This design comes from an exercise in tuning for a short achievable clock period and few clock cycles per item on the open sky130 flow, not from production work.
In this exercise RTL edits were held to simulation tests only and were not proved equivalent to the original.
The clock port is modelled as an ideal driver, which makes a skipped or thinned clock tree look cheaper than it is; a real chip needs a root buffer or a tree.
No activity file was given, so power comes from the tool's default toggle rates.

==> design/flow/design.v <==
package mips_pkg;
	typedef enum logic [5:0] {
		SPECIAL = 6'h00,	 
		ADDIU   = 6'h09,
		LW      = 6'h23,
		SW      = 6'h2b
	} opcode_e;
	typedef enum logic [5:0] {
		SLL  = 6'h00,	 
		ADDU = 6'h21,
		SUBU = 6'h23
	} funct_e;
	typedef enum logic [1:0] {
		ADD_RT  = 2'd0,	 
		SUB_RT  = 2'd1,	 
		ADD_IMM = 2'd2	 
	} alu_op_e;
	typedef struct packed {
		alu_op_e    alu_op;
		logic       mem_rd;	 
		logic       mem_wr;	 
		logic       wb_en;	 
		logic [4:0] dest;	 
	} ctrl_t;
endpackage
`timescale 1ns/1ps
module mips_pgn (input logic g1, p1, g0, p0, output logic gn, pn);
	assign gn = ~(g1 | (p1 & g0));
	assign pn = ~(p1 & p0);
endmodule
module mips_pgp (input logic gn1, pn1, gn0, pn0, output logic g, p);
	assign g = ~(gn1 & (pn1 | gn0));
	assign p = ~(pn1 | pn0);
endmodule
module mips_inv (input logic a, output logic y);
	assign y = ~a;
endmodule
module mips_ks16c (
	input  logic [15:0] p,
	input  logic [15:0] g,
	output logic [15:0] c
);
	logic [15:0] g1n, p1n, g2, p2, g3n, p3n, g4, p4;
	genvar i;
	for (i = 0; i < 16; i++) begin : l1
		if (i >= 1) begin : c
			mips_pgn u (.g1(g[i]), .p1(p[i]), .g0(g[i-1]), .p0(p[i-1]), .gn(g1n[i]), .pn(p1n[i]));
		end else begin : w
			mips_inv ug (.a(g[i]), .y(g1n[i]));
			mips_inv up (.a(p[i]), .y(p1n[i]));
		end
	end
	for (i = 0; i < 16; i++) begin : l2
		if (i >= 2) begin : c
			mips_pgp u (.gn1(g1n[i]), .pn1(p1n[i]), .gn0(g1n[i-2]), .pn0(p1n[i-2]), .g(g2[i]), .p(p2[i]));
		end else begin : w
			mips_inv ug (.a(g1n[i]), .y(g2[i]));
			mips_inv up (.a(p1n[i]), .y(p2[i]));
		end
	end
	for (i = 0; i < 16; i++) begin : l3
		if (i >= 4) begin : c
			mips_pgn u (.g1(g2[i]), .p1(p2[i]), .g0(g2[i-4]), .p0(p2[i-4]), .gn(g3n[i]), .pn(p3n[i]));
		end else begin : w
			mips_inv ug (.a(g2[i]), .y(g3n[i]));
			mips_inv up (.a(p2[i]), .y(p3n[i]));
		end
	end
	for (i = 0; i < 16; i++) begin : l4
		if (i >= 8) begin : c
			mips_pgp u (.gn1(g3n[i]), .pn1(p3n[i]), .gn0(g3n[i-8]), .pn0(p3n[i-8]), .g(g4[i]), .p(p4[i]));
		end else begin : w
			mips_inv ug (.a(g3n[i]), .y(g4[i]));
			mips_inv up (.a(p3n[i]), .y(p4[i]));
		end
	end
	assign c = g4;
endmodule
module mips_ks16 (
	input  logic [15:0] p,
	input  logic [15:0] g,
	input  logic        cin,
	output logic [16:0] s
);
	logic [15:0] c;
	mips_ks16c ks (.p(p), .g(g), .c(c));
	assign s = {c[15], p ^ {c[14:0], cin}};
endmodule
module mips_incdec16 (
	input  logic [15:0] x,
	output logic [15:0] inc,
	output logic [15:0] dec
);
	logic [15:0] q1, q0;
	always_comb begin
		q1 = x;
		q0 = ~x;
		for (int d = 1; d < 16; d = d * 2)
			for (int i = 15; i >= d; i--) begin
				q1[i] = q1[i] & q1[i-d];
				q0[i] = q0[i] & q0[i-d];
			end
	end
	assign inc = x ^ {q1[14:0], 1'b1};
	assign dec = x ^ {q0[14:0], 1'b1};
endmodule
module mips_agu (
	input  logic [31:0] base,
	input  logic [15:0] imm,
	output logic [31:0] addr
);
	logic [16:0] lo;
	logic [15:0] inc, dec, hi_c0, hi_c1;
	mips_ks16 ks (.p(base[15:0] ^ imm), .g(base[15:0] & imm), .cin(1'b0), .s(lo));
	mips_incdec16 incdec (.x(base[31:16]), .inc(inc), .dec(dec));
	assign hi_c0 = imm[15] ? dec : base[31:16];	 
	assign hi_c1 = imm[15] ? base[31:16] : inc;	 
	assign addr  = {lo[16] ? hi_c1 : hi_c0, lo[15:0]};
endmodule
module mips_ao21 (input logic a, b, c, output logic y);
	assign y = (a & b) | c;
endmodule
module mips_aoi21 (input logic a, b, c, output logic y);
	assign y = ~((a & b) | c);
endmodule
`timescale 1ns/1ps
module mips_core (
	input  logic                  clk,
	input  logic                  reset,
	input  logic [32-1:0] instr_in,
	input  logic [32-1:0] data_in,
	output logic [32-1:0] instr_addr,
	output logic [32-1:0] data_addr,
	output logic [32-1:0] data_out,
	output logic                  data_rd_wr
);
	function automatic logic [31:1] onehot5(input logic [4:0] r);
		for (int i = 1; i < 32; i++)
			onehot5[i] = (r == 5'(i));
	endfunction
	logic stall;
	logic [31:0] pc;	 
	logic [31:0] pc_nx;	 
	logic [31:0] ir;	 
	logic [31:1] ir_rs_oh, ir_rt_oh;	 
	assign instr_addr = pc;
	always_ff @(posedge clk) begin
		if (reset) begin
			pc       <= 32'h8002_0000;
			pc_nx    <= 32'h8002_0000 + 32'd4;
			ir       <= 32'd0;
			ir_rs_oh <= '0;
			ir_rt_oh <= '0;
		end else if (!stall) begin
			pc       <= pc_nx;
			pc_nx    <= pc_nx + 32'd4;
			ir       <= instr_in;
			ir_rs_oh <= onehot5(instr_in[25:21]);
			ir_rt_oh <= onehot5(instr_in[20:16]);
		end
	end
	logic [5:0]  op, fn;
	logic [4:0]  rs, rt, rd;
	logic [15:0] imm;
	logic        d_addiu, d_lw, d_sw, d_r, d_sub, d_mem, d_wen;
	logic [4:0]  d_dest;
	assign op  = ir[31:26];
	assign fn  = ir[5:0];
	assign rs  = ir[25:21];
	assign rt  = ir[20:16];
	assign rd  = ir[15:11];
	assign imm = ir[15:0];
	assign d_addiu = (op == 6'h09);
	assign d_lw    = (op == 6'h23);
	assign d_sw    = (op == 6'h2b);
	assign d_r     = (op == 6'h00) && ((fn == 6'h21) || (fn == 6'h23));
	assign d_sub   = (op == 6'h00) && (fn == 6'h23);
	assign d_mem   = d_lw || d_sw;
	assign d_dest  = d_r ? rd : rt;
	assign d_wen   = (d_addiu || d_lw || d_r) && (d_dest != 5'd0);
	logic        x1_wen, x1_load, x1_store;	 
	logic [4:0]  x1_dest;
	logic        x2_wen, x2_load;	 
	logic [4:0]  x2_dest;
	logic [15:0] x2_lo, x2_lo_n;	 
	logic [31:0] hi_res;	 
	logic        w_wen;	 
	logic [31:1] w_oh;	 
	logic [15:0] w_hi, w_hi_n;	 
	logic [31:0] w_val;	 
	logic [31:0] rf [1:31];
	always_ff @(posedge clk) begin
		if (reset) begin
			for (int i = 1; i < 32; i++)
				rf[i] <= (i == 29) ? 32'h8012_0000 : 32'd0;
		end else if (w_wen) begin
			for (int i = 1; i < 32; i++)
				if (w_oh[i])
					rf[i] <= w_val;
		end
	end
	logic [31:0] rf_rs, rf_rt;
	always_comb begin
		rf_rs = '0;
		rf_rt = '0;
		for (int i = 1; i < 32; i++) begin
			rf_rs = rf_rs | ({32{ir_rs_oh[i]}} & rf[i]);
			rf_rt = rf_rt | ({32{ir_rt_oh[i]}} & rf[i]);
		end
	end
	logic h1_rs, h1_rt, h2_rs, h2_rt, h3_rs, h3_rt;
	assign h1_rs = x1_wen && (x1_dest == rs);
	assign h1_rt = x1_wen && (x1_dest == rt);
	assign h2_rs = x2_wen && (x2_dest == rs);
	assign h2_rt = x2_wen && (x2_dest == rt);
	assign h3_rs = w_wen && |(w_oh & ir_rs_oh);
	assign h3_rt = w_wen && |(w_oh & ir_rt_oh);
	logic        rs_x2a, rs_x2l, rs_w, rs_rf, rt_x2a, rt_x2l, rt_w, rt_rf;
	logic [31:0] rs_val, rt_val;
	assign rs_x2a = h2_rs && !x2_load;
	assign rs_x2l = h2_rs && x2_load;
	assign rs_w   = !h2_rs && h3_rs;
	assign rs_rf  = !h2_rs && !h3_rs;
	assign rt_x2a = h2_rt && !x2_load;
	assign rt_x2l = h2_rt && x2_load;
	assign rt_w   = !h2_rt && h3_rt;
	assign rt_rf  = !h2_rt && !h3_rt;
	logic [31:0] rs_early, rt_early;
	assign rs_early = ({32{rs_x2l}} & data_in) | ({32{rs_w}} & w_val) | ({32{rs_rf}} & rf_rs);
	assign rt_early = ({32{rt_x2l}} & data_in) | ({32{rt_w}} & w_val) | ({32{rt_rf}} & rf_rt);
	for (genvar i = 0; i < 32; i++) begin : join_rs
		mips_ao21 u_rs (.a(hi_res[i]), .b(rs_x2a), .c(rs_early[i]), .y(rs_val[i]));
		mips_ao21 u_rt (.a(hi_res[i]), .b(rt_x2a), .c(rt_early[i]), .y(rt_val[i]));
	end
	assign stall = (d_mem && h1_rs) || (d_r && h1_rs && h1_rt && x1_load);
	logic [31:0] b_val, b_val_n, b_early;
	logic        b_x2a;
	assign b_x2a   = d_r && rt_x2a;
	assign b_early = ({32{d_r && rt_x2l}} & data_in) |
	                 ({32{d_r && rt_w}} & w_val) | ({32{d_r && rt_rf}} & rf_rt) |
	                 ({32{!d_r}} & {{16{imm[15]}}, imm});
	for (genvar i = 0; i < 32; i++) begin : join_b
		mips_ao21 u_p (.a(hi_res[i]), .b(b_x2a), .c(b_early[i]), .y(b_val[i]));
		mips_aoi21 u_n (.a(hi_res[i]), .b(b_x2a), .c(b_early[i]), .y(b_val_n[i]));
	end
	logic [31:0] x1_a, x1_b, x1_bn, x1_s;	 
	logic        x1_cin;
	logic        x1_sa_x2, x1_sa_e;	 
	logic        x1_sb_x2, x1_sb_x2n, x1_sb_e, x1_sb_en;	 
	logic        x1_nrm, x1_dp, x1_dn, x1_so_a, x1_so_b, x1_so_bn;	 
	logic        x1_hb_ep, x1_hb_en;	 
	logic        x1_la, x1_lb, x1_lbn;	 
	logic        x1_ha_1, x1_hb_1, x1_hb_1n;	 
	logic        x1_ss_x2, x1_ss_din, x1_ss_e;	 
	logic        d_bp, d_bn;	 
	logic        din_a, din_b;	 
	assign d_bp  = d_r && !d_sub;
	assign d_bn  = d_sub;
	assign din_a = h1_rs && x1_load;
	assign din_b = d_r && h1_rt && x1_load;
	always_ff @(posedge clk) begin
		if (reset || stall) begin
			x1_wen   <= 1'b0;
			x1_load  <= 1'b0;
			x1_store <= 1'b0;
		end else begin
			x1_wen   <= d_wen;
			x1_load  <= d_lw;
			x1_store <= d_sw;
		end
	end
	always_ff @(posedge clk) begin
		x1_dest   <= d_dest;
		x1_a      <= rs_val;
		x1_b      <= b_val;
		x1_bn     <= b_val_n;
		x1_s      <= rt_val;
		x1_cin    <= d_sub;
		x1_sa_x2  <= h1_rs && !x1_load;
		x1_sa_e   <= !h1_rs;
		x1_sb_x2  <= d_bp && h1_rt && !x1_load;
		x1_sb_x2n <= d_bn && h1_rt && !x1_load;
		x1_sb_e   <= !(d_r && h1_rt) && !d_sub;
		x1_sb_en  <= !(d_r && h1_rt) && d_sub;
		x1_nrm    <= !din_a && !din_b;
		x1_dp     <= din_a || (din_b && !d_sub);
		x1_dn     <= din_b && d_sub;
		x1_so_a   <= !din_a;
		x1_so_b   <= din_a && !d_sub;
		x1_so_bn  <= din_a && d_sub;
		x1_la     <= din_a;
		x1_lb     <= din_b && !d_sub;
		x1_lbn    <= din_b && d_sub;
		x1_hb_ep  <= !din_b && !d_sub;
		x1_hb_en  <= !din_b && d_sub;
		x1_ha_1   <= h1_rs && !x1_load;
		x1_hb_1   <= d_bp && h1_rt && !x1_load;
		x1_hb_1n  <= d_bn && h1_rt && !x1_load;
		x1_ss_x2  <= h1_rt && !x1_load;
		x1_ss_din <= h1_rt && x1_load;
		x1_ss_e   <= !h1_rt;
	end
	logic        x2_c;	 
	logic [15:0] a_lo, b_lo, g_lo, o_lo, din_lo;
	logic [16:0] lo_sum, nrm_sum, dp_sum, dn_sum;
	assign a_lo = ({16{x1_sa_x2}} & x2_lo) | ({16{x1_sa_e}} & x1_a[15:0]);
	assign b_lo = ({16{x1_sb_x2}} & x2_lo) | ({16{x1_sb_x2n}} & x2_lo_n) |
	              ({16{x1_sb_e}} & x1_b[15:0]) | ({16{x1_sb_en}} & x1_bn[15:0]);
	assign g_lo = ({16{x1_sa_x2}} & x2_lo & b_lo) | ({16{x1_sa_e}} & x1_a[15:0] & b_lo);
	logic [15:0] p_lo, gc_lo;
	assign p_lo  = a_lo ^ b_lo;
	assign gc_lo = {g_lo[15:1], g_lo[0] | (p_lo[0] & x1_cin)};
	mips_ks16 ks_lo (.p(p_lo), .g(gc_lo), .cin(x1_cin), .s(nrm_sum));
	assign o_lo   = ({16{x1_so_a}} & x1_a[15:0]) | ({16{x1_so_b}} & x1_b[15:0]) |
	                ({16{x1_so_bn}} & x1_bn[15:0]);
	assign din_lo = data_in[15:0];
	logic [15:0] gc_dp, gc_dn;
	logic        o_or_c, o_and_c;
	assign o_or_c  = o_lo[0] | x1_cin;
	assign o_and_c = o_lo[0] & x1_cin;
	assign gc_dp = {din_lo[15:1] & o_lo[15:1], din_lo[0] ? o_or_c : o_and_c};
	assign gc_dn = {~din_lo[15:1] & o_lo[15:1], din_lo[0] ? o_and_c : o_or_c};
	mips_ks16 ks_dp (.p(din_lo ^ o_lo), .g(gc_dp), .cin(x1_cin), .s(dp_sum));
	mips_ks16 ks_dn (.p(~din_lo ^ o_lo), .g(gc_dn), .cin(x1_cin), .s(dn_sum));
	assign lo_sum = ({17{x1_nrm}} & nrm_sum) | ({17{x1_dp}} & dp_sum) | ({17{x1_dn}} & dn_sum);
	logic [15:0] a_hi_x1, b_hi_x1;
	assign a_hi_x1 = x1_la ? data_in[31:16] : x1_a[31:16];
	assign b_hi_x1 = ({16{x1_lb}} & data_in[31:16]) | ({16{x1_lbn}} & ~data_in[31:16]) |
	                 ({16{x1_hb_ep}} & x1_b[31:16]) | ({16{x1_hb_en}} & x1_bn[31:16]);
	logic [31:0] addr;
	mips_agu agu (.base(x1_a), .imm(x1_b[15:0]), .addr(addr));
	logic [31:0] sd;
	logic [31:0] sd_early;
	assign sd_early = ({32{x1_ss_din}} & data_in) | ({32{x1_ss_e}} & x1_s);
	for (genvar i = 0; i < 32; i++) begin : join_sd
		mips_ao21 u_sd (.a(hi_res[i]), .b(x1_ss_x2), .c(sd_early[i]), .y(sd[i]));
	end
	logic [15:0] x2_a_hi, x2_b_hi;
	logic        x2_ha_1, x2_ha_e, x2_hb_1, x2_hb_1n, x2_hb_e;
	logic [31:0] x2_addr, x2_sd;
	logic        x2_st_n;
	always_ff @(posedge clk) begin
		if (reset) begin
			x2_wen  <= 1'b0;
			x2_load <= 1'b0;
			x2_st_n <= 1'b1;
		end else begin
			x2_wen  <= x1_wen;
			x2_load <= x1_load;
			x2_st_n <= !x1_store;
		end
	end
	always_ff @(posedge clk) begin
		x2_dest  <= x1_dest;
		x2_lo    <= lo_sum[15:0];
		x2_lo_n  <= ~lo_sum[15:0];
		x2_c     <= lo_sum[16];
		x2_a_hi  <= a_hi_x1;
		x2_b_hi  <= b_hi_x1;
		x2_ha_1  <= x1_ha_1;
		x2_ha_e  <= !x1_ha_1;
		x2_hb_1  <= x1_hb_1;
		x2_hb_1n <= x1_hb_1n;
		x2_hb_e  <= !x1_hb_1 && !x1_hb_1n;
		x2_addr  <= addr;
		x2_sd    <= sd;
	end
	assign data_addr  = x2_addr;
	assign data_out   = x2_sd;
	assign data_rd_wr = x2_st_n;
	logic [15:0] a_hi, b_hi, g_hi;
	logic [16:0] hi_sum;
	assign a_hi = ({16{x2_ha_1}} & w_hi) | ({16{x2_ha_e}} & x2_a_hi);
	assign b_hi = ({16{x2_hb_1}} & w_hi) | ({16{x2_hb_1n}} & w_hi_n) | ({16{x2_hb_e}} & x2_b_hi);
	assign g_hi = ({16{x2_ha_1}} & w_hi & b_hi) | ({16{x2_ha_e}} & x2_a_hi & b_hi);
	logic [15:0] p_hi, gc_hi;
	assign p_hi  = a_hi ^ b_hi;
	assign gc_hi = {g_hi[15:1], g_hi[0] | (p_hi[0] & x2_c)};
	mips_ks16 ks_hi (.p(p_hi), .g(gc_hi), .cin(x2_c), .s(hi_sum));
	assign hi_res = {hi_sum[15:0], x2_lo};
	logic [31:0] w_alu, w_ld;
	logic        w_isld;
	assign w_val = w_isld ? w_ld : w_alu;
	always_ff @(posedge clk) begin
		if (reset)
			w_wen <= 1'b0;
		else
			w_wen <= x2_wen;
	end
	always_ff @(posedge clk) begin
		w_oh   <= onehot5(x2_dest);
		w_alu  <= hi_res;
		w_ld   <= data_in;
		w_isld <= x2_load;
		w_hi   <= hi_sum[15:0];
		w_hi_n <= ~hi_sum[15:0];
	end
endmodule
==> design/flow/run.sh <==
#!/bin/bash
# synth_recipe.tcl (not shown) runs the flow's synth.tcl, then flattens the netlist and writes it again
# the make line also repeats each setting of config.mk as NAME=value (left out here)
make -C /OpenROAD-flow-scripts/flow DESIGN_CONFIG=/design/flow/config.mk WORK_HOME=/design/flow/orfs CLKGATE_MAP_FILE= SYNTH_SCRIPT=/design/flow/synth_recipe.tcl finish
==> design/flow/config.mk <==
export PLATFORM = sky130hd
export DESIGN_NAME = mips_core
export DESIGN_NICKNAME = mips_core
export VERILOG_FILES = /design/flow/design.v
export SDC_FILE = /design/flow/constraint.sdc
export NUM_CORES = 4
export LEC_CHECK = 0
export ABC_CLOCK_PERIOD_IN_PS = 100
export CAP_MARGIN = 20
export CELL_PAD_IN_SITES_DETAIL_PLACEMENT = 1
export CELL_PAD_IN_SITES_GLOBAL_PLACEMENT = 1
export CORE_MARGIN = 2
export CORE_UTILIZATION = 40
export SETUP_SLACK_MARGIN = 2.6
export SLEW_MARGIN = 20
export SYNTH_HIERARCHICAL = 1
export SYNTH_MINIMUM_KEEP_SIZE = 0
export TNS_END_PERCENT = 100
==> design/flow/constraint.sdc <==
create_clock -name core_clock -period 5.0 [get_ports {clk}]
set_input_delay 1.0000 -clock core_clock [delete_from_list [all_inputs] [get_ports {clk}]]
set_output_delay 1.0000 -clock core_clock [all_outputs]
set_load 0.01 [all_outputs]
==> implementation parameters, run 1 <==
Parameter                              Value

Timing
  Max-slew violation count    23
  RSZ-0062 raised after global routing    true
  Minimum clock period after layout    3.048 ns
  Worst slew slack as a fraction of its limit    -1.480%
  Setup TNS after final layout    0 ns
  Final worst clock skew    0.03471 ns
  Final-report hold violation count    0
  Period utilization    60.95%
  Number of setup violations in the final report    0
  Hold Worst Slack    0.4275 ns
  Worst slew pin tran    1.522 ns
  Maximum clock frequency    328.1 MHz

Synth
  Warnings, synthesis    9
  Synthesized area    70160 um^2
  Average footprint of a synthesized cell    8.841 um^2
  Synthesized netlist cell count    7935

CTS
  Number of buffers inserted during clock tree synthesis    174
  Num Clock Sinks    1557
  Number of hold-repair buffers added at the cts stage    0
  TritonCTS clock tree    built
  CTS max path bufs    3
  Cell at the root of the clock tree    sky130_fd_sc_hd__clkbuf_16
  Reg clk slew, reported paths    0.06 ns
  Clock network latency to the later pin of the worst-skew pair    0.87 ns
  H-tree levels    4

Finish
  Share of cells above drive strength 1    26.97%
  Count of filler cells inserted in the layout    18950
  Seq. cell area    31550 um^2
  Layout Utilization    51.47%
  Area Growth Syn to Fin    27.67%
  Post-layout nets    8188
  Multi-input gate area    40050 um^2

Routing
  Length of routed wiring on met1    166500 um
  WL per Instance    42.19 um
  Met3 Wirelength    60840 um
  Number of vias per cell after detailed routing    7.233
  Initial drt markers    13050
  Total via count in the routed design    76460
  Post-Route WL    446000 um
  Length of routed met2 wiring    181600 um
  DRC Markers    0
  Pre-Repair DR Iteration Count    8
  Antenna violation net count after detailed routing    0
  Top Layer Used    met5

Critical path
  Crit-path max FO    10
  Levels on crit path    9
  Beginning of the worst register-to-register path    w_oh[28]
  Peak per-stage delay on the critical path    0.61 ns
  Critical Setup Path Class    flip-flop to flip-flop
  Slowest-stage cell, CP    sky130_fd_sc_hd__or4_4
  Slack of the worst reg-to-reg path    1.95 ns
  Capturing element type of the critical path    flip-flop
  Arrival time reported for the critical path endpoint    3.80 ns
  Setup crit start kind    flip-flop
  Critical register-to-register path endpoint    x1_a[20]
  FF-to-FF path depth    9
  Critical path's top delay family    compound AO/OA/AOI/OAI gates
  Worst EP required    5.75 ns
  Cells traversed along the worst timing path    a22oi_2, nand4_1, o41a_4, buf_12, buf_16, or4_4, nand3_2, o21ai_1, a21o_1
  Launch point of the critical path    w_oh[28]
  Number of buffers and inverters on the critical path    2

Placed design
  Total half-perimeter wirelength after legalization and detailed placement    232100 um
  Number of I/O port buffers    160
  GPL Wtd Cong    0.9337

Worst hold path
  Worst Hold Path EP    x2_dest[4]
  Instance count along the most critical hold path    0
  Worst hold start    x1_dest[4]
  Worst hold path class    flip-flop to flip-flop

Pwr
  Internal    20690 uW
  Total net switching power    6950 uW
  Overall power consumption    27640 uW
  Net Sw Frac    25.15%
  Combinational share of power    5.1%
  Leakage    0.03225 uW
  Fraction of power consumed by sequential logic    46.0%
  PwrDens    308.6 nW/um^2
  VDD IR max    0.2405 mV
  Clock share of power    48.9%

Die
  Die area    178800 um^2
  Effective utilization at floorplan    40.32%
  Die boundary width    422.8 um
  Die height    422.8 um
  Floorplan row count    153
  Number of top-level pins    163
  CORE AREA    174000 um^2

Status
  Checks failing in the layout checks    max-capacitance violations, max-slew violations
  Result of the run    finished with violations

Global route
  Pin count of the biggest net entering global routing    231
  First-pass GRT wire length    560800 um
  Initial antenna violation count    40
  Overall global routing resource usage    43.72%
  Number of global-route vias before repair    71130
  Grt total ovfl    0

Job
  Number of max-cap violations    1
## through the flow
stage | setup slack (ns) | area, um^2 | std cells
finish | 1.952 | 89570 | 10570
CTS | 2.230 | 84980 | 10370
global placement | 1.385 | 73970 | 9766
global route | 2.026 | 89500 | 10540
floorplan | 2.461 | 70620 | 7936
detailed placement | 1.464 | 74020 | 9768
## what timing repair did
| item | 4_1_cts | 5_1_grt |
|---|---|---|
| cloned | 33 | 53 |
| setup buffers | 251 | 113 |
| endpoints found under the setup margin | 839 | 583 |
| endpoints found under the hold margin | 0 | 0 |
| resized for setup | 1032 | 643 |
| pin swaps | 258 | 390 |
## cells in the final DEF, fill, tap and decap left out, types with 100 or more instances in the layout
cell type and n:
sky130_fd_sc_hd__inv_1 115, sky130_fd_sc_hd__clkbuf_16 192, sky130_fd_sc_hd__nand2_1 301, sky130_fd_sc_hd__a211oi_1 990
sky130_fd_sc_hd__a22o_1 240, sky130_fd_sc_hd__a21oi_2 234, sky130_fd_sc_hd__o21ai_2 126, sky130_fd_sc_hd__a221oi_1 153
sky130_fd_sc_hd__dfxtp_1 1412, sky130_fd_sc_hd__buf_4 340, sky130_fd_sc_hd__a21o_1 128, sky130_fd_sc_hd__buf_12 100
sky130_fd_sc_hd__a222oi_1 114, sky130_fd_sc_hd__nand4_1 221, sky130_fd_sc_hd__xor2_1 100, sky130_fd_sc_hd__nor2_1 1100
sky130_fd_sc_hd__a22oi_1 580
## flip-flops by register name (all words and copies together) (netlist names), 16 cells and up
signal and flops:
x2_addr 32, w_alu 31, pc_nx 30, w_ld 32, x1_a 32, x2_sd 32, ir 32, w_hi_n 16
ir_rs_oh 31, rf 992, x2_lo_n 16, x1_b 32, x2_a_hi 16, x1_s 32, pc 30, x2_b_hi 16
ir_rt_oh 31, x2_lo 16, x1_bn 32, w_oh 31
## layout make-up
type	count	area share, %
Timing Repair Buffer	759	9.373
Multi-Input combinational cell	5403	44.72
Sequential cell	1557	35.22
Clock buffer	258	5.671
Tap cell	2325	3.248
Clock inverter	59	0.8493
Inverter	177	0.8256
Antenna cell	33	0.09220
## layer usage
metal / GRT usage, % / up-vias
met2: 64.08 / 6427
met3: 12.83 / 2076
met1: 56.38 / 37850
met4: 26.72 / 24
met5: 0.1613 / -
li1: - / 30080
## worst max path at each step
stage	end
after global routing	x1_a[20]
after global placement	x1_b[17]
after floorplan	x1_b[0]
after CTS	x2_lo[15]
after detailed placement	x2_lo[15]
final	x1_a[20]
## power by group through the flow
stage	Sequential [uW]	Clock, uW	Combinational, uW
2_1_floorplan	12900	0	636
3_3_place_gp	13000	0	1090
3_5_place_dp	13000	0	1100
4_1_cts	12700	13500	1240
5_1_grt	12700	14000	1430
6_report	12700	13500	1410
Testbench counts, summed over its fixed seeds: cycles 16,435, instrs 16,248.
==> run 2: changes to the inputs <==
--- a/design/flow/design.v
+++ b/design/flow/design.v
@@ -161,2 +161,26 @@
 	end
+	logic [31:0] rf [1:31];	 
+	logic [31:0] rf_rs, rf_rt;
+	always_comb begin
+		rf_rs = '0;
+		rf_rt = '0;
+		for (int i = 1; i < 32; i++) begin
+			rf_rs = rf_rs | ({32{ir_rs_oh[i]}} & rf[i]);
+			rf_rt = rf_rt | ({32{ir_rt_oh[i]}} & rf[i]);
+		end
+	end
+	logic [31:0] d_ir;	 
+	logic [31:0] d_rs_rf, d_rt_rf;	 
+	always_ff @(posedge clk) begin
+		if (reset)
+			d_ir <= 32'd0;
+		else if (!stall)
+			d_ir <= ir;
+	end
+	always_ff @(posedge clk) begin
+		if (!stall) begin
+			d_rs_rf <= rf_rs;
+			d_rt_rf <= rf_rt;
+		end
+	end
 	logic [5:0]  op, fn;
@@ -166,8 +190,8 @@
 	logic [4:0]  d_dest;
-	assign op  = ir[31:26];
-	assign fn  = ir[5:0];
-	assign rs  = ir[25:21];
-	assign rt  = ir[20:16];
-	assign rd  = ir[15:11];
-	assign imm = ir[15:0];
+	assign op  = d_ir[31:26];
+	assign fn  = d_ir[5:0];
+	assign rs  = d_ir[25:21];
+	assign rt  = d_ir[20:16];
+	assign rd  = d_ir[15:11];
+	assign imm = d_ir[15:0];
 	assign d_addiu = (op == 6'h09);
@@ -188,5 +212,8 @@
 	logic [31:1] w_oh;	 
+	logic [4:0]  w_dest;
+	logic        w2_wen, w3_wen;	 
+	logic [4:0]  w2_dest, w3_dest;
+	logic [31:0] w2_val, w3_val;
 	logic [15:0] w_hi, w_hi_n;	 
 	logic [31:0] w_val;	 
-	logic [31:0] rf [1:31];
 	always_ff @(posedge clk) begin
@@ -201,12 +228,3 @@
 	end
-	logic [31:0] rf_rs, rf_rt;
-	always_comb begin
-		rf_rs = '0;
-		rf_rt = '0;
-		for (int i = 1; i < 32; i++) begin
-			rf_rs = rf_rs | ({32{ir_rs_oh[i]}} & rf[i]);
-			rf_rt = rf_rt | ({32{ir_rt_oh[i]}} & rf[i]);
-		end
-	end
-	logic h1_rs, h1_rt, h2_rs, h2_rt, h3_rs, h3_rt;
+	logic h1_rs, h1_rt, h2_rs, h2_rt, h3_rs, h3_rt, h4_rs, h4_rt, h5_rs, h5_rt;
 	assign h1_rs = x1_wen && (x1_dest == rs);
@@ -215,6 +233,11 @@
 	assign h2_rt = x2_wen && (x2_dest == rt);
-	assign h3_rs = w_wen && |(w_oh & ir_rs_oh);
-	assign h3_rt = w_wen && |(w_oh & ir_rt_oh);
-	logic        rs_x2a, rs_x2l, rs_w, rs_rf, rt_x2a, rt_x2l, rt_w, rt_rf;
-	logic [31:0] rs_val, rt_val;
+	assign h3_rs = w_wen && (w_dest == rs);
+	assign h3_rt = w_wen && (w_dest == rt);
+	assign h4_rs = w2_wen && (w2_dest == rs);
+	assign h4_rt = w2_wen && (w2_dest == rt);
+	assign h5_rs = w3_wen && (w3_dest == rs);
+	assign h5_rt = w3_wen && (w3_dest == rt);
+	logic        rs_x2a, rs_x2l, rs_w, rs_w2, rs_w3, rs_rf;
+	logic        rt_x2a, rt_x2l, rt_w, rt_w2, rt_w3, rt_rf;
+	logic [31:0] rs_val, rt_val, rs_old, rt_old;
 	assign rs_x2a = h2_rs && !x2_load;
@@ -222,3 +245,5 @@
 	assign rs_w   = !h2_rs && h3_rs;
-	assign rs_rf  = !h2_rs && !h3_rs;
+	assign rs_w2  = !h2_rs && !h3_rs && h4_rs;
+	assign rs_w3  = !h2_rs && !h3_rs && !h4_rs && h5_rs;
+	assign rs_rf  = !h2_rs && !h3_rs && !h4_rs && !h5_rs;
 	assign rt_x2a = h2_rt && !x2_load;
@@ -226,6 +251,10 @@
 	assign rt_w   = !h2_rt && h3_rt;
-	assign rt_rf  = !h2_rt && !h3_rt;
+	assign rt_w2  = !h2_rt && !h3_rt && h4_rt;
+	assign rt_w3  = !h2_rt && !h3_rt && !h4_rt && h5_rt;
+	assign rt_rf  = !h2_rt && !h3_rt && !h4_rt && !h5_rt;
+	assign rs_old = ({32{rs_w2}} & w2_val) | ({32{rs_w3}} & w3_val) | ({32{rs_rf}} & d_rs_rf);
+	assign rt_old = ({32{rt_w2}} & w2_val) | ({32{rt_w3}} & w3_val) | ({32{rt_rf}} & d_rt_rf);
 	logic [31:0] rs_early, rt_early;
-	assign rs_early = ({32{rs_x2l}} & data_in) | ({32{rs_w}} & w_val) | ({32{rs_rf}} & rf_rs);
-	assign rt_early = ({32{rt_x2l}} & data_in) | ({32{rt_w}} & w_val) | ({32{rt_rf}} & rf_rt);
+	assign rs_early = ({32{rs_x2l}} & data_in) | ({32{rs_w}} & w_val) | rs_old;
+	assign rt_early = ({32{rt_x2l}} & data_in) | ({32{rt_w}} & w_val) | rt_old;
 	for (genvar i = 0; i < 32; i++) begin : join_rs
@@ -238,5 +267,3 @@
 	assign b_x2a   = d_r && rt_x2a;
-	assign b_early = ({32{d_r && rt_x2l}} & data_in) |
-	                 ({32{d_r && rt_w}} & w_val) | ({32{d_r && rt_rf}} & rf_rt) |
-	                 ({32{!d_r}} & {{16{imm[15]}}, imm});
+	assign b_early = ({32{d_r}} & rt_early) | ({32{!d_r}} & {{16{imm[15]}}, imm});
 	for (genvar i = 0; i < 32; i++) begin : join_b
@@ -384,6 +411,18 @@
 	always_ff @(posedge clk) begin
-		if (reset)
-			w_wen <= 1'b0;
-		else
-			w_wen <= x2_wen;
+		if (reset) begin
+			w_wen  <= 1'b0;
+			w2_wen <= 1'b0;
+			w3_wen <= 1'b0;
+		end else begin
+			w_wen  <= x2_wen;
+			w2_wen <= w_wen;
+			w3_wen <= w2_wen;
+		end
+	end
+	always_ff @(posedge clk) begin
+		w_dest  <= x2_dest;
+		w2_dest <= w_dest;
+		w3_dest <= w2_dest;
+		w2_val  <= w_val;
+		w3_val  <= w2_val;
 	end
==> design/flow/flow/run.sh (new file) <==
#!/bin/bash
# Standard layout with these changes:
#  - ports get buf_8 buffers (not the smallest buffer, a delay cell);
#  - the resizer may swap a cell for any cell of the same function (not only
#    one of the same footprint);
#  - a222oi, which the library has in one weak size only, is not used, so
#    that the resizer can size every gate of the mapped netlist;
#  - timing repair does not clone gates (a clone can be left driving a net
#    too heavy for it, a slew violation);
#  - sink clusters of at most 24 registers, no dummy loads for balancing;
set -euo pipefail
here=$(pwd)
export POST_CTS_TCL=$here/flow/post_cts.tcl
# the platform's own don't-use list, plus a222oi; given on make's command
# line, as ORFS passes only those on to its per-step makes
base_du=$(make -s -C "$FLOW_HOME" DESIGN_CONFIG=$here/config.mk WORK_HOME=$here/orfs \
  print-DONT_USE_CELLS 2> $here/print_dont_use.log | sed -n 's/^DONT_USE_CELLS: //p')
[[ -n "$base_du" ]] || { echo "no DONT_USE_CELLS from the platform" >&2; exit 1; }
du="$base_du sky130_fd_sc_hd__a222oi_1"
export CTS_ARGS="-sink_clustering_enable -repair_clock_nets -sink_clustering_size 24 -sink_clustering_max_diameter 80 -dont_use_dummy_load"
bash standard.sh MATCH_CELL_FOOTPRINT=0 SKIP_GATE_CLONING=1 "BUFFER_PORTS_ARGS=-buffer_cell sky130_fd_sc_hd__buf_8" \
  "DONT_USE_CELLS=$du" finish > $here/standard_flow.log 2>&1
==> design/flow/flow/post_cts.tcl (new file) <==
set block [ord::get_db_block]

proc out_net_of {inst} {
  foreach it [$inst getITerms] {
    if {[$it isOutputSignal]} { return [$it getNet] }
  }
  return ""
}

proc loads_of {net drv} {
  set l {}
  foreach it [$net getITerms] {
    if {[$it getInst] != $drv} { lappend l $it }
  }
  return $l
}

proc move_loads {from_net to_net drv} {
  foreach it [loads_of $from_net $drv] {
    $it disconnect
    $it connect $to_net
  }
}

proc drop_inst {inst} {
  set net [out_net_of $inst]
  foreach it [$inst getITerms] { $it disconnect }
  odb::dbInst_destroy $inst
  if {$net ne "" && [llength [$net getITerms]] == 0 && [llength [$net getBTerms]] == 0} {
    odb::dbNet_destroy $net
  }
}

set port_net [$block findNet clk]
set port_loads [$port_net getITerms]
puts "post_cts: clock port drives [llength $port_loads] pin(s)"
if {[llength $port_loads] == 1} {
  set root [[lindex $port_loads 0] getInst]
  set rnet [out_net_of $root]
  set l1 {}
  foreach it [loads_of $rnet $root] { lappend l1 [$it getInst] }
  set n [llength $l1]
  set all_bufs 1
  foreach i $l1 {
    if {![string match "sky130_fd_sc_hd__clkbuf_*" [[$i getMaster] getName]]} { set all_bufs 0 }
  }
  puts "post_cts: root [$root getName] drives $n cell(s), all clock buffers: $all_bufs"
  if {$all_bufs && $n > 4 && $n <= 8} {
    set left $l1
    while {[llength $left] > 1} {
      set a [lindex $left 0]
      set left [lrange $left 1 end]
      lassign [$a getLocation] ax ay
      set best -1
      set bestd 1e18
      for {set k 0} {$k < [llength $left]} {incr k} {
        lassign [[lindex $left $k] getLocation] bx by
        set d [expr {abs($bx - $ax) + abs($by - $ay)}]
        if {$d < $bestd} { set bestd $d; set best $k }
      }
      set b [lindex $left $best]
      set left [lreplace $left $best $best]
      lassign [$b getLocation] bx by
      puts "post_cts: merge [$b getName] into [$a getName] ($bestd dbu apart)"
      move_loads [out_net_of $b] [out_net_of $a] $b
      drop_inst $b
      $a setLocation [expr {($ax + $bx) / 2}] [expr {($ay + $by) / 2}]
      $a setPlacementStatus PLACED
    }
    set l1 {}
    foreach it [loads_of $rnet $root] { lappend l1 [$it getInst] }
    set n [llength $l1]
  }
  if {$all_bufs && $n <= 4} {
    move_loads $rnet $port_net $root
    drop_inst $root
    puts "post_cts: root buffer removed, the port drives $n buffer(s)"
    detailed_placement
    check_placement -verbose
    estimate_parasitics -placement
    report_clock_latency
  }
}
==> design/flow/standard.sh (new file) <==
#!/bin/bash
# synth_recipe.tcl (not shown) runs the flow's synth.tcl, then flattens the netlist and writes it again
# the make line also repeats each setting of config.mk as NAME=value (left out here)
make -C /OpenROAD-flow-scripts/flow DESIGN_CONFIG=/design/flow/config.mk WORK_HOME=/design/flow/orfs CLKGATE_MAP_FILE= SYNTH_SCRIPT=/design/flow/synth_recipe.tcl "${@:-finish}"
--- a/design/flow/config.mk
+++ b/design/flow/config.mk
@@ -13,3 +13,3 @@
 export CORE_UTILIZATION = 40
-export SETUP_SLACK_MARGIN = 2.6
+export SETUP_SLACK_MARGIN = 2.75
 export SLEW_MARGIN = 20
removed: design/flow/run.sh
==> run 2 against run 1 <==
- now clean on timing, DRC and antenna
- critical endpoint is now x1_a[11]
- clock-buffer cell count is 146 lower
- maximum frequency grew 2.3%
- highest routed layer unchanged
- via count increased by 5.9%
- die area rose by 8.6%
==> implementation parameters, run 2 <==
Parameter                              Value

Critical path
  Slack of the worst reg-to-reg path    2.02 ns
  Slowest-stage cell, CP    sky130_fd_sc_hd__o211ai_1
  Cells traversed along the worst timing path    buf_4, xnor2_1, nand4_1, o211ai_1, bufbuf_16, o22ai_1, a22o_1, a221o_1, a21o_1
  Critical Setup Path Class    flip-flop to flip-flop
  Setup crit start kind    flip-flop
  Capturing element type of the critical path    flip-flop
  Worst EP required    5.55 ns
  Crit-path max FO    32
  Arrival time reported for the critical path endpoint    3.53 ns
  Peak per-stage delay on the critical path    0.47 ns

Die
  Die boundary width    440.5 um
  Effective utilization at floorplan    40.16%
  Number of top-level pins    163
  CORE AREA    189800 um^2
  Die height    440.5 um
  Die area    194100 um^2
  Floorplan row count    160

Job
  Number of max-cap violations    0

Routing
  Pre-Repair DR Iteration Count    7
  Initial drt markers    12150
  Number of vias per cell after detailed routing    7.149
  DRC Markers    0
  Total via count in the routed design    80950
  Antenna violation net count after detailed routing    0
  Post-Route WL    486100 um
  WL per Instance    42.93 um

Global route
  Pin count of the biggest net entering global routing    158
  Initial antenna violation count    40
  Grt total ovfl    0
  Overall global routing resource usage    44.48%
  Number of global-route vias before repair    74680
  First-pass GRT wire length    609700 um

Synth
  Synthesized area    76220 um^2
  Synthesized netlist cell count    8539
  Warnings, synthesis    9
  Average footprint of a synthesized cell    8.926 um^2

Finish
  Seq. cell area    35830 um^2
  Largest Register    rf
  Leading cell type in the layout, fill and taps excluded    sky130_fd_sc_hd__dfxtp_1
  Multi-input gate area    42800 um^2
  Layout Utilization    52.01%
  Most frequent cells in the layout    sky130_fd_sc_hd__dfxtp_1, sky130_fd_sc_hd__nor2_1, sky130_fd_sc_hd__a211oi_1
  Count of filler cells inserted in the layout    20430
  Flip-flop count of the largest register, all copies and words added    992
  Area Growth Syn to Fin    29.51%
  Share of cells above drive strength 1    28.88%
  Post-layout nets    8902

CTS
  Num Clock Sinks    1734
  Clock network latency to the later pin of the worst-skew pair    0.72 ns
  Reg clk slew, reported paths    0.09 ns

Pwr
  Combinational share of power    5.9%
  PwrDens    249.3 nW/um^2
  Clock share of power    36.4%
  Leakage    0.03624 uW
  Net Sw Frac    25.36%
  Fraction of power consumed by sequential logic    57.7%
  Internal    18370 uW
  Total net switching power    6240 uW
  Overall power consumption    24610 uW
  VDD IR max    0.4748 mV

Timing
  Number of setup violations in the final report    0
  Worst slew slack as a fraction of its limit    24.44%
  Final worst clock skew    0.1016 ns
  Hold Worst Slack    0.3720 ns
  Max-slew violation count    0
  Final-report hold violation count    0
  Maximum clock frequency    335.8 MHz
  Setup TNS after final layout    0 ns
  Minimum clock period after layout    2.978 ns
  Period utilization    59.57%
  RSZ-0062 raised after global routing    true
  Worst slew pin tran    1.110 ns

Placed design
  GPL Wtd Cong    0.8921
  Total half-perimeter wirelength after legalization and detailed placement    233200 um
  Number of I/O port buffers    160

Worst hold path
  Worst hold path class    flip-flop to flip-flop

Status
  Result of the run    finished clean
-- run 2: changes by cell type in the layout (fill, tap and decap cells not counted), moves of 90 or more --
| cell | delta |
|---|---|
| sky130_fd_sc_hd__buf_2 | -92 |
| sky130_fd_sc_hd__a222oi_1 | -114 |
| sky130_fd_sc_hd__buf_4 | +90 |
| sky130_fd_sc_hd__nand2_1 | +161 |
| sky130_fd_sc_hd__buf_8 | +173 |
| sky130_fd_sc_hd__a22oi_1 | +156 |
-- run 2: power groups by stage --
stage,logic [uW],clock network [uW],registers [uW]
5_1_grt,1490,9420,14200
3_5_place_dp,1080,0,14500
2_1_floorplan,603,0,14400
3_3_place_gp,1070,0,14500
6_report,1460,8960,14200
-- run 2: final timing paths --
kind                    from    endpoint  cells after the start
hold reg to reg   w2_val[19]  w3_val[19]                      0
setup / recovery    d_ir[23]    x1_a[11]                      9
hold / removal    w2_val[19]  w3_val[19]                      0
setup reg to reg    d_ir[23]    x1_a[11]                      9
-- run 2: critical path: cells and delay by family (launching register included) --
family          cells  cell delay, ns
compound gates      5            1.38
xor+xnor            1            0.24
buf+inv             2            0.60
flops               1            0.40
simple gates        1            0.25
-- run 2: per-layer routing --
layer | vias to the layer above | part of all wire [%] | GRT usage (%) | wire length [um]
li1 | 31800 | - | - | -
met1 | 40330 | 36 | 54.82 | 174200
met2 | 6468 | 42 | 66.76 | 202600
met3 | 2322 | 12 | 13.03 | 60390
met4 | 28 | 10 | 30.61 | 48670
met5 | - | 0.042 | 0 | 203
-- run 2: area by class of cell --
cell class / count / area share [%]
Multi-Input combinational cell: 5743 / 43.36
Sequential cell: 1734 / 36.30
Timing Repair Buffer: 974 / 13.33
Tap cell: 2511 / 3.183
Clock buffer: 112 / 2.839
Inverter: 221 / 0.9227
Antenna cell: 28 / 0.07098
-- run 2: through the flow --
stage          cells  instance area [um^2]  worst slack, ns
2_1_floorplan   8540                 76860            2.029
3_3_place_gp   10560                 81130            1.548
3_5_place_dp   10560                 81190            1.596
5_1_grt        11300                 98650            2.086
6_report       11320                 98710            2.022
Testbench counts of run 2, summed over its fixed seeds: cycles 16,443, instrs 16,248.
==> run 3: changes to the inputs <==
--- a/design/flow/design.v
+++ b/design/flow/design.v
@@ -218,11 +218,9 @@
 	logic [31:0] w_val;	 
-	always_ff @(posedge clk) begin
-		if (reset) begin
-			for (int i = 1; i < 32; i++)
-				rf[i] <= (i == 29) ? 32'h8012_0000 : 32'd0;
-		end else if (w_wen) begin
-			for (int i = 1; i < 32; i++)
-				if (w_oh[i])
-					rf[i] <= w_val;
-		end
+	logic rf_rst;
+	always_ff @(posedge clk)
+		rf_rst <= reset;
+	always_ff @(posedge clk) begin
+		for (int i = 1; i < 32; i++)
+			if (w_oh[i])
+				rf[i] <= rf_rst ? ((i == 29) ? 32'h8012_0000 : 32'd0) : w_val;
 	end
@@ -411,2 +409,8 @@
 	always_ff @(posedge clk) begin
+		if (reset)
+			w_oh <= '1;
+		else
+			w_oh <= x2_wen ? onehot5(x2_dest) : '0;
+	end
+	always_ff @(posedge clk) begin
 		if (reset) begin
@@ -429,3 +433,2 @@
 	always_ff @(posedge clk) begin
-		w_oh   <= onehot5(x2_dest);
 		w_alu  <= hi_res;
--- a/design/flow/flow/run.sh
+++ b/design/flow/flow/run.sh
@@ -7,4 +7,2 @@
 #    that the resizer can size every gate of the mapped netlist;
-#  - timing repair does not clone gates (a clone can be left driving a net
-#    too heavy for it, a slew violation);
 #  - sink clusters of at most 24 registers, no dummy loads for balancing;
@@ -20,3 +18,3 @@
 export CTS_ARGS="-sink_clustering_enable -repair_clock_nets -sink_clustering_size 24 -sink_clustering_max_diameter 80 -dont_use_dummy_load"
-bash standard.sh MATCH_CELL_FOOTPRINT=0 SKIP_GATE_CLONING=1 "BUFFER_PORTS_ARGS=-buffer_cell sky130_fd_sc_hd__buf_8" \
+bash standard.sh MATCH_CELL_FOOTPRINT=0 "BUFFER_PORTS_ARGS=-buffer_cell sky130_fd_sc_hd__buf_8" \
   "DONT_USE_CELLS=$du" finish > $here/standard_flow.log 2>&1
==> run 3 against run 2 <==
- total power increased by 27%
- combinational power increased to 3.1 times the previous value
- largest cell class is now registers
- largest power group unchanged
- cell count decreased by 20%
- highest routed layer unchanged
==> implementation parameters, run 3 <==
Parameter                              Value

Global route
  Grt total ovfl    0
  Overall global routing resource usage    38.17%
  Pin count of the biggest net entering global routing    139
  Initial antenna violation count    24
  Number of global-route vias before repair    60630
  First-pass GRT wire length    500400 um

Worst hold path
  Worst hold path class    flip-flop to flip-flop
  Worst hold start    w2_val[26]
  Instance count along the most critical hold path    0
  Worst Hold Path EP    w3_val[26]

Die
  Die area    188600 um^2
  Number of top-level pins    163
  Die height    434.3 um
  Floorplan row count    157
  Effective utilization at floorplan    40.36%
  CORE AREA    183500 um^2
  Die boundary width    434.3 um

Critical path
  Critical register-to-register path endpoint    x2_lo_n[5]
  Crit-path max FO    8
  Cells traversed along the worst timing path    buf_12, a22o_1, a221oi_2, xor2_1, buf_4, a21oi_4, o21ai_2, a21oi_2, inv_2, xor2_2, nand2_1, nand3_4, inv_2
  Slowest-stage cell, CP    sky130_fd_sc_hd__dfxtp_4
  Cell occurring most often along the worst timing path    sky130_fd_sc_hd__inv_2
  Capturing element type of the critical path    flip-flop
  Arrival time reported for the critical path endpoint    3.00 ns
  Worst EP required    5.50 ns
  Slack of the worst reg-to-reg path    2.50 ns
  Peak per-stage delay on the critical path    0.41 ns
  Beginning of the worst register-to-register path    x1_hb_1n
  Setup crit start kind    flip-flop
  Critical Setup Path Class    flip-flop to flip-flop
  FF-to-FF path depth    13

Synth
  Synthesized area    74050 um^2
  Average footprint of a synthesized cell    11.99 um^2
  Synthesized netlist cell count    6178
  Warnings, synthesis    9

Timing
  Max-slew violation count    0
  Final-report hold violation count    0
  RSZ-0062 raised after global routing    true
  Number of setup violations in the final report    0
  Worst slew slack as a fraction of its limit    16.47%
  Period utilization    50.06%
  Setup TNS after final layout    0 ns
  Final worst clock skew    0.09714 ns
  Minimum clock period after layout    2.503 ns
  Smallest setup slack after layout    2.497 ns
  Maximum clock frequency    399.5 MHz
  Worst slew pin tran    1.253 ns

Routing
  Number of vias per cell after detailed routing    6.962
  Antenna violation net count after detailed routing    0
  Post-Route WL    383200 um
  WL per Instance    42.13 um
  Initial drt markers    9740
  DRC Markers    0
  Total via count in the routed design    63320
  Pre-Repair DR Iteration Count    8

Finish
  Most frequent cells in the layout    sky130_fd_sc_hd__edfxtp_1, sky130_fd_sc_hd__a22oi_1, sky130_fd_sc_hd__dfxtp_1
  Layout Utilization    51.10%
  Count of filler cells inserted in the layout    18230
  Post-layout nets    6737
  Area Growth Syn to Fin    26.60%
  Leading cell type in the layout, fill and taps excluded    sky130_fd_sc_hd__edfxtp_1
  Share of cells above drive strength 1    33.49%
  Final Instance Count excl. Fillers    9096
  Flip-flop count of the largest register, all copies and words added    992
  Largest Register    rf

Pwr
  Net Sw Frac    28.43%
  Overall power consumption    31160 uW
  Leakage    0.03521 uW
  Clock share of power    27.1%
  PwrDens    332.4 nW/um^2
  VDD IR max    0.4751 mV
  Combinational share of power    14.7%
  Fraction of power consumed by sequential logic    58.3%
  Total net switching power    8859 uW
  Internal    22300 uW

Placed design
  Number of placed cells counting well taps    8512
  Number of I/O port buffers    160
  Total half-perimeter wirelength after legalization and detailed placement    200200 um
  Worst slack, placed    1.480 ns
  GPL Wtd Cong    0.9040

Job
  Number of max-cap violations    0

CTS
  Num Clock Sinks    1735
  Reg clk slew, reported paths    0.10 ns
  Clock network latency to the later pin of the worst-skew pair    0.68 ns

Status
  Result of the run    finished clean
## run 3: metrics by stage
| stage | hold slack, ns | cell area [um^2] |
|---|---|---|
| 6_report | 0.3482 | 93750 |
| 5_1_grt | 0.3529 | 93720 |
| 3_5_place_dp | 0.3601 | 79480 |
| 3_3_place_gp | 0.3534 | 79480 |
| 2_1_floorplan | 0.3258 | 74650 |
## run 3: area by class of cell
| class | instances | area, um^2 | share of cell area (%) |
|---|---|---|---|
| antenna | 13 | 32.53 | 0.03470 |
| sequential | 1735 | 45790 | 48.85 |
| multi-input combinational | 3850 | 31570 | 33.68 |
| timing repair inverter | 23 | 457.9 | 0.4885 |
| tap | 2464 | 3083 | 3.288 |
| inverter | 163 | 681.9 | 0.7274 |
| timing repair buffer | 743 | 9503 | 10.14 |
| clock buffer | 105 | 2628 | 2.803 |
## run 3: routing by layer
layer  share of wire [%]  vias to the layer above  global-route usage (%)
li1                    -                    24540                       -
met1                  36                    32100                   48.57
met2                  43                     5125                   58.41
met3                  13                     1541                   10.47
met4                 7.7                       20                   21.85
met5               0.051                        -                       0
## run 3: critical path: cells and delay by family, from the launching register on
family	cells	cell delay, ns
AO/OA/AOI/OAI	5	0.93
buffers and inverters	4	0.45
AND/OR/NAND/NOR	2	0.29
XOR/XNOR	2	0.32
flip-flops	1	0.41
## run 3: how the worst max path moves through the flow
stage                         from         end  slack [ns]  cells after the start
final                     x1_hb_1n  x2_lo_n[5]        2.50                     13
after global placement    d_ir[17]    pc_nx[7]        1.57                      8
after floorplan           d_ir[20]    x1_b[10]        1.89                      7
after detailed placement  d_ir[17]   pc_nx[27]        1.48                      8
after global routing      x1_hb_1n  x2_lo_n[5]        2.41                     13
## run 3: power by group through the flow
stage / clock network (uW) / logic (uW) / registers, uW
6_report: 8440 / 4570 / 18200
5_1_grt: 8870 / 4730 / 18200
3_5_place_dp: 0 / 3440 / 18300
3_3_place_gp: 0 / 3410 / 18300
2_1_floorplan: 0 / 1840 / 17800
Testbench counts of run 3, summed over its fixed seeds: cycles 16,443, instrs 16,248.
==> run 4: changes to the inputs <==
--- a/design/flow/config.mk
+++ b/design/flow/config.mk
@@ -13,3 +13,3 @@
 export CORE_UTILIZATION = 40
-export SETUP_SLACK_MARGIN = 2.75
+export SETUP_SLACK_MARGIN = 2.6
 export SLEW_MARGIN = 20
==> run 4 against run 3 <==
- total power down 1.7%
- clock skew down 0.0092 ns
- maximum frequency down 0.34%
==> implementation parameters, run 4 <==
Parameter                              Value

Critical path
  Arrival time reported for the critical path endpoint    3.00 ns
  Slack of the worst reg-to-reg path    2.49 ns
  Critical Setup Path Class    flip-flop to flip-flop
  FF-to-FF path depth    11
  Setup crit start kind    flip-flop
  Launch point of the critical path    x2_lo[3]
  Crit-path max FO    8
  Capturing element type of the critical path    flip-flop
  Beginning of the worst register-to-register path    x2_lo[3]
  Worst EP required    5.49 ns
  Critical register-to-register path endpoint    x2_lo_n[5]

Worst hold path
  Instance count along the most critical hold path    0
  Worst hold path class    flip-flop to flip-flop
  Worst Hold Path EP    w3_val[18]
  Worst hold start    w2_val[18]

Global route
  Number of global-route vias before repair    58620
  Pin count of the biggest net entering global routing    111
  First-pass GRT wire length    464900 um
  Overall global routing resource usage    34.90%
  Grt total ovfl    0
  Initial antenna violation count    15

CTS
  Clock network latency to the later pin of the worst-skew pair    0.67 ns
  Num Clock Sinks    1735
  Reg clk slew, reported paths    0.09 ns

Routing
  Post-Route WL    342900 um
  Initial drt markers    8492
  Total via count in the routed design    59740
  DRC Markers    0
  Antenna violation net count after detailed routing    0
  Pre-Repair DR Iteration Count    8
  Number of vias per cell after detailed routing    6.759
  WL per Instance    38.80 um

Finish
  Leading cell type in the layout, fill and taps excluded    sky130_fd_sc_hd__edfxtp_1
  Post-layout nets    6481
  Fin area    87140 um^2
  Seq. cell area    45660 um^2
  Multi-input gate area    29110 um^2
  Count of filler cells inserted in the layout    18720
  Largest Register    rf
  Share of cells above drive strength 1    23.72%
  Area Growth Syn to Fin    17.68%
  Most frequent cells in the layout    sky130_fd_sc_hd__edfxtp_1, sky130_fd_sc_hd__a22oi_1, sky130_fd_sc_hd__dfxtp_1
  Final Instance Count excl. Fillers    8839
  Flip-flop count of the largest register, all copies and words added    992

Timing
  Maximum clock frequency    398.2 MHz
  Setup TNS after final layout    0 ns
  Final worst clock skew    0.08799 ns
  Worst slew pin tran    1.292 ns
  Period utilization    50.23%
  Number of setup violations in the final report    0
  Max-slew violation count    0
  Final-report hold violation count    0
  Worst slew slack as a fraction of its limit    13.85%
  RSZ-0062 raised after global routing    true
  Minimum clock period after layout    2.511 ns

Pwr
  VDD IR max    0.4889 mV
  Leakage    0.03234 uW
  Overall power consumption    30620 uW
  PwrDens    351.4 nW/um^2

Die
  Number of top-level pins    163
  Die boundary width    434.3 um
  Die height    434.3 um
  Effective utilization at floorplan    40.36%
  CORE AREA    183500 um^2
  Die area    188600 um^2
  Floorplan row count    157

Synth
  Warnings, synthesis    9
  Synthesized area    74050 um^2
  Average footprint of a synthesized cell    11.99 um^2
  Synthesized netlist cell count    6178

Job
  Number of max-cap violations    0

Status
  Result of the run    finished clean

Placed design
  Total half-perimeter wirelength after legalization and detailed placement    196400 um
  Number of placed cells counting well taps    8512
  GPL Wtd Cong    0.8941
  Number of I/O port buffers    160
  Post-detailed-placement cell area    79130 um^2
[run 4: cell types whose count changed in the layout (fill, tap and decap cells not counted), sizes merged]
| cell | previous run | this run |
|---|---|---|
| clkinv | 9 | 1 |
| buf | 703 | 502 |
| diode | 13 | 12 |
| nor2b | 65 | 64 |
| clkbuf | 145 | 115 |
| nand2 | 604 | 602 |
| inv | 176 | 163 |
| or2 | 5 | 3 |
| and3 | 24 | 23 |
| nand3 | 252 | 254 |
[run 4: critical path, stage by stage (launching register included)]
cell,delay [ns]
sky130_fd_sc_hd__dfxtp_1,0.45
sky130_fd_sc_hd__a22o_1,0.30
sky130_fd_sc_hd__a221oi_2,0.28
sky130_fd_sc_hd__xor2_2,0.30
sky130_fd_sc_hd__nand2_2,0.17
sky130_fd_sc_hd__nor2_2,0.20
sky130_fd_sc_hd__a21oi_2,0.09
sky130_fd_sc_hd__inv_1,0.07
sky130_fd_sc_hd__xor2_1,0.22
sky130_fd_sc_hd__nand2_1,0.10
sky130_fd_sc_hd__nand3_2,0.18
sky130_fd_sc_hd__inv_1,0.05
[run 4: how the worst max path moves through the flow]
stage                  endpoint  depth (start not counted)  slack (ns)
floorplan              x1_b[10]                          7        1.89
global placement      pc_nx[26]                          8        1.50
detailed placement    pc_nx[28]                          8        1.41
global route        x2_lo_n[15]                         13        2.39
finish               x2_lo_n[5]                         11        2.49
[run 4: metal layers]
layer	wire length (um)	vias to the layer above	global-route usage (%)
met4	24330	4	19.06
met1	128500	30230	44.29
met3	39690	1295	9.308
li1	-	24020	-
met2	150400	4195	54.15
met5	25	-	0
[run 4: area by class of cell]
class / count / share of cell area [%]
Antenna cell: 12 / 0.03446
Clock buffer: 105 / 3.015
Inverter: 163 / 0.7854
Multi-Input combinational cell: 3846 / 33.40
Sequential cell: 1735 / 52.39
Tap cell: 2464 / 3.538
Timing Repair Buffer: 512 / 6.800
Timing Repair inverter: 2 / 0.03589
[run 4: per-stage QoR]
stage	hold WS (ns)	setup slack, ns	util, %
finish	0.3656	2.489	47.50
global route	0.3800	2.387	47.48
detailed placement	0.3627	1.411	43.13
global placement	0.3598	1.497	43.13
floorplan	0.3258	1.887	-
[run 4: power breakdown]
part	total (uW)	switching (uW)	internal [uW]
combinational	4230	2600	1630
sequential	18000	1190	16800
clock	8390	4730	3650
==> run 5: changes to the inputs <==
--- a/design/flow/design.v
+++ b/design/flow/design.v
@@ -349,3 +349,8 @@
 	mips_ks16 ks_dn (.p(~din_lo ^ o_lo), .g(gc_dn), .cin(x1_cin), .s(dn_sum));
-	assign lo_sum = ({17{x1_nrm}} & nrm_sum) | ({17{x1_dp}} & dp_sum) | ({17{x1_dn}} & dn_sum);
+	logic [16:0] din_sum, lo_sum_n;
+	assign din_sum = ({17{x1_dp}} & dp_sum) | ({17{x1_dn}} & dn_sum);
+	for (genvar i = 0; i < 17; i++) begin : join_lo
+		mips_ao21 u_p (.a(nrm_sum[i]), .b(x1_nrm), .c(din_sum[i]), .y(lo_sum[i]));
+		mips_aoi21 u_n (.a(nrm_sum[i]), .b(x1_nrm), .c(din_sum[i]), .y(lo_sum_n[i]));
+	end
 	logic [15:0] a_hi_x1, b_hi_x1;
@@ -380,3 +385,3 @@
 		x2_lo    <= lo_sum[15:0];
-		x2_lo_n  <= ~lo_sum[15:0];
+		x2_lo_n  <= lo_sum_n[15:0];
 		x2_c     <= lo_sum[16];
--- a/design/flow/config.mk
+++ b/design/flow/config.mk
@@ -13,3 +13,3 @@
 export CORE_UTILIZATION = 40
-export SETUP_SLACK_MARGIN = 2.6
+export SETUP_SLACK_MARGIN = 2.75
 export SLEW_MARGIN = 20
==> run 5 against run 4 <==
- still clean
- routed wire length is 9.0% higher
- register-to-register slack worse by 0.07 ns
- core utilization is 3.4 points higher
- clock power is 2% higher
- global-route usage is 2.3 points higher
- sequential power hardly changed
- critical path depth is 2 lower
- via count is 4.6% higher
- critical endpoint is now d_rs_rf[12]
- largest cell class unchanged
- largest power group unchanged
==> implementation parameters, run 5 <==
Parameter                              Value

Synth
  Warnings, synthesis    9
  Synthesized netlist cell count    6154
  Synthesized area    73660 um^2
  Average footprint of a synthesized cell    11.97 um^2

Die
  Effective utilization at floorplan    40.23%
  Die area    187600 um^2
  CORE AREA    183100 um^2
  Floorplan row count    157
  Die height    433.1 um
  Number of top-level pins    163
  Die boundary width    433.1 um

Worst hold path
  Worst hold path class    flip-flop to flip-flop
  Worst Hold Path EP    w3_val[3]
  Worst hold start    w2_val[3]
  Instance count along the most critical hold path    0

Timing
  Setup TNS after final layout    0 ns
  Final worst clock skew    0.08844 ns
  Maximum clock frequency    386.8 MHz
  Worst slew pin tran    1.285 ns
  Final-report hold violation count    0
  Minimum clock period after layout    2.585 ns
  Worst slew slack as a fraction of its limit    14.35%
  Number of setup violations in the final report    0
  RSZ-0062 raised after global routing    true
  Max-slew violation count    0
  Period utilization    51.71%
  Smallest setup slack after layout    2.415 ns

Finish
  Largest Register    rf
  Fin area    93180 um^2
  Share of cells above drive strength 1    34.23%
  Flip-flop count of the largest register, all copies and words added    992
  Most frequent cells in the layout    sky130_fd_sc_hd__edfxtp_1, sky130_fd_sc_hd__a22oi_1, sky130_fd_sc_hd__nand2_1
  Layout Utilization    50.90%
  Count of filler cells inserted in the layout    18130
  Leading cell type in the layout, fill and taps excluded    sky130_fd_sc_hd__edfxtp_1
  Area Growth Syn to Fin    26.50%
  Post-layout nets    6697

Critical path
  Capturing element type of the critical path    flip-flop
  Beginning of the worst register-to-register path    d_ir[29]
  Worst EP required    5.39 ns
  Arrival time reported for the critical path endpoint    2.97 ns
  Crit-path max FO    8
  FF-to-FF path depth    9
  Critical Setup Path Class    flip-flop to flip-flop
  Setup crit start kind    flip-flop
  Critical register-to-register path endpoint    d_rs_rf[12]
  Slack of the worst reg-to-reg path    2.41 ns

Routing
  WL per Instance    41.30 um
  Initial drt markers    10220
  Pre-Repair DR Iteration Count    6
  Antenna violation net count after detailed routing    0
  Total via count in the routed design    62490
  Post-Route WL    374000 um
  Number of vias per cell after detailed routing    6.902
  DRC Markers    0

Placed design
  Number of I/O port buffers    160
  Post-detailed-placement cell area    79430 um^2
  Worst slack, placed    1.455 ns
  Total half-perimeter wirelength after legalization and detailed placement    196800 um
  GPL Wtd Cong    0.9095

Global route
  Grt total ovfl    0
  First-pass GRT wire length    488300 um
  Overall global routing resource usage    37.17%
  Number of global-route vias before repair    59860
  Pin count of the biggest net entering global routing    89
  Initial antenna violation count    26

Job
  Number of max-cap violations    0

Status
  Result of the run    finished clean

CTS
  Clock network latency to the later pin of the worst-skew pair    0.69 ns
  Reg clk slew, reported paths    0.10 ns
  Num Clock Sinks    1735

Pwr
  Leakage    0.03434 uW
  Overall power consumption    31170 uW
  PwrDens    334.5 nW/um^2
  VDD IR max    0.4365 mV
==> run 5: worst max-delay path by stage <==
stage | from | to | slack, ns | cells after the start
6_report | d_ir[29] | d_rs_rf[12] | 2.41 | 9
3_5_place_dp | d_ir[25] | d_ir[26] | 1.46 | 8
5_1_grt | d_ir[29] | d_ir[29] | 2.36 | 11
2_1_floorplan | d_ir[19] | x1_b[0] | 2.55 | 7
3_3_place_gp | d_ir[25] | d_ir[26] | 1.52 | 8
==> run 5: area by class of cell <==
| class | instances | area [um^2] | area share, % |
|---|---|---|---|
| sequential | 1735 | 45790 | 49.14 |
| timing repair inverter | 17 | 374.1 | 0.4015 |
| multi-input combinational | 3868 | 31230 | 33.51 |
| inverter | 142 | 709.4 | 0.7613 |
| antenna | 11 | 27.53 | 0.02954 |
| tap | 2464 | 3083 | 3.309 |
| timing repair buffer | 709 | 9273 | 9.951 |
| clock buffer | 108 | 2703 | 2.900 |
==> run 5: metal layers <==
layer / track usage [%] / part of all wire [%] / vias to the layer above
met5: 0 / 0.022 / -
met4: 21.63 / 8.0 / 12
met3: 10.21 / 12 / 1485
met2: 56.21 / 44 / 4858
met1: 47.78 / 36 / 31690
li1: - / - / 24450
==> run 5: through the flow <==
stage	hold WS [ns]	std cells
after floorplan	0.3258	6155
after global placement	0.3558	8511
after detailed placement	0.3586	8512
after global routing	0.3297	9043
final	0.3337	9054
==> run 5: critical path, cell delays in order, from the launching register on <==
cell,delay [ns]
sky130_fd_sc_hd__dfxtp_4,0.38
sky130_fd_sc_hd__nor4b_4,0.35
sky130_fd_sc_hd__nand3_1,0.15
sky130_fd_sc_hd__or4_4,0.56
sky130_fd_sc_hd__a21oi_4,0.19
sky130_fd_sc_hd__buf_12,0.14
sky130_fd_sc_hd__buf_12,0.12
sky130_fd_sc_hd__clkinv_16,0.08
sky130_fd_sc_hd__buf_16,0.17
sky130_fd_sc_hd__clkbuf_16,0.18
==> run 5: power by group <==
part           total [uW]  internal, uW  switching [uW]
clock                8550          3750            4800
combinational        4570          1780            2790
sequential          18100         16800            1220
Testbench counts of run 5, summed over its fixed seeds: cycles 16,443, instrs 16,248.

-- re-timing with driven ports --
How much do the figures lean on ideal ports? The routed layouts below were timed once more, with nothing changed but the port constraints. Step 1, drivers: a clkbuf_16 drives clk and a buf_2 each remaining input, both assumed. Step 2 also shifts input and output timing later by t, the mid clock arrival at the registers, as if the neighbouring blocks saw the same clock. Three values: no drivers, after step 1, after step 2; two values: the first two.
run	t, ns	slack for setup (ns)	worst setup path at the end	worst slew at a driven data input, ns
run 1	0.961	1.952 / 1.952 / 1.470	input to register	0.14
run 2	0.866	2.022 / 2.022 / 2.017	input to register	0.10
run 3	0.798	2.497 / 2.497 / 2.031	input to register	0.12
run 4	0.796	2.489 / 2.489 / 2.098	input to register	0.08
run 5	0.814	2.415 / 2.415 / 2.035	input to register	0.09
For run 1, which loses most, drivers alone change the setup slack by 0.000 ns; drivers and shift together by -0.482 ns.
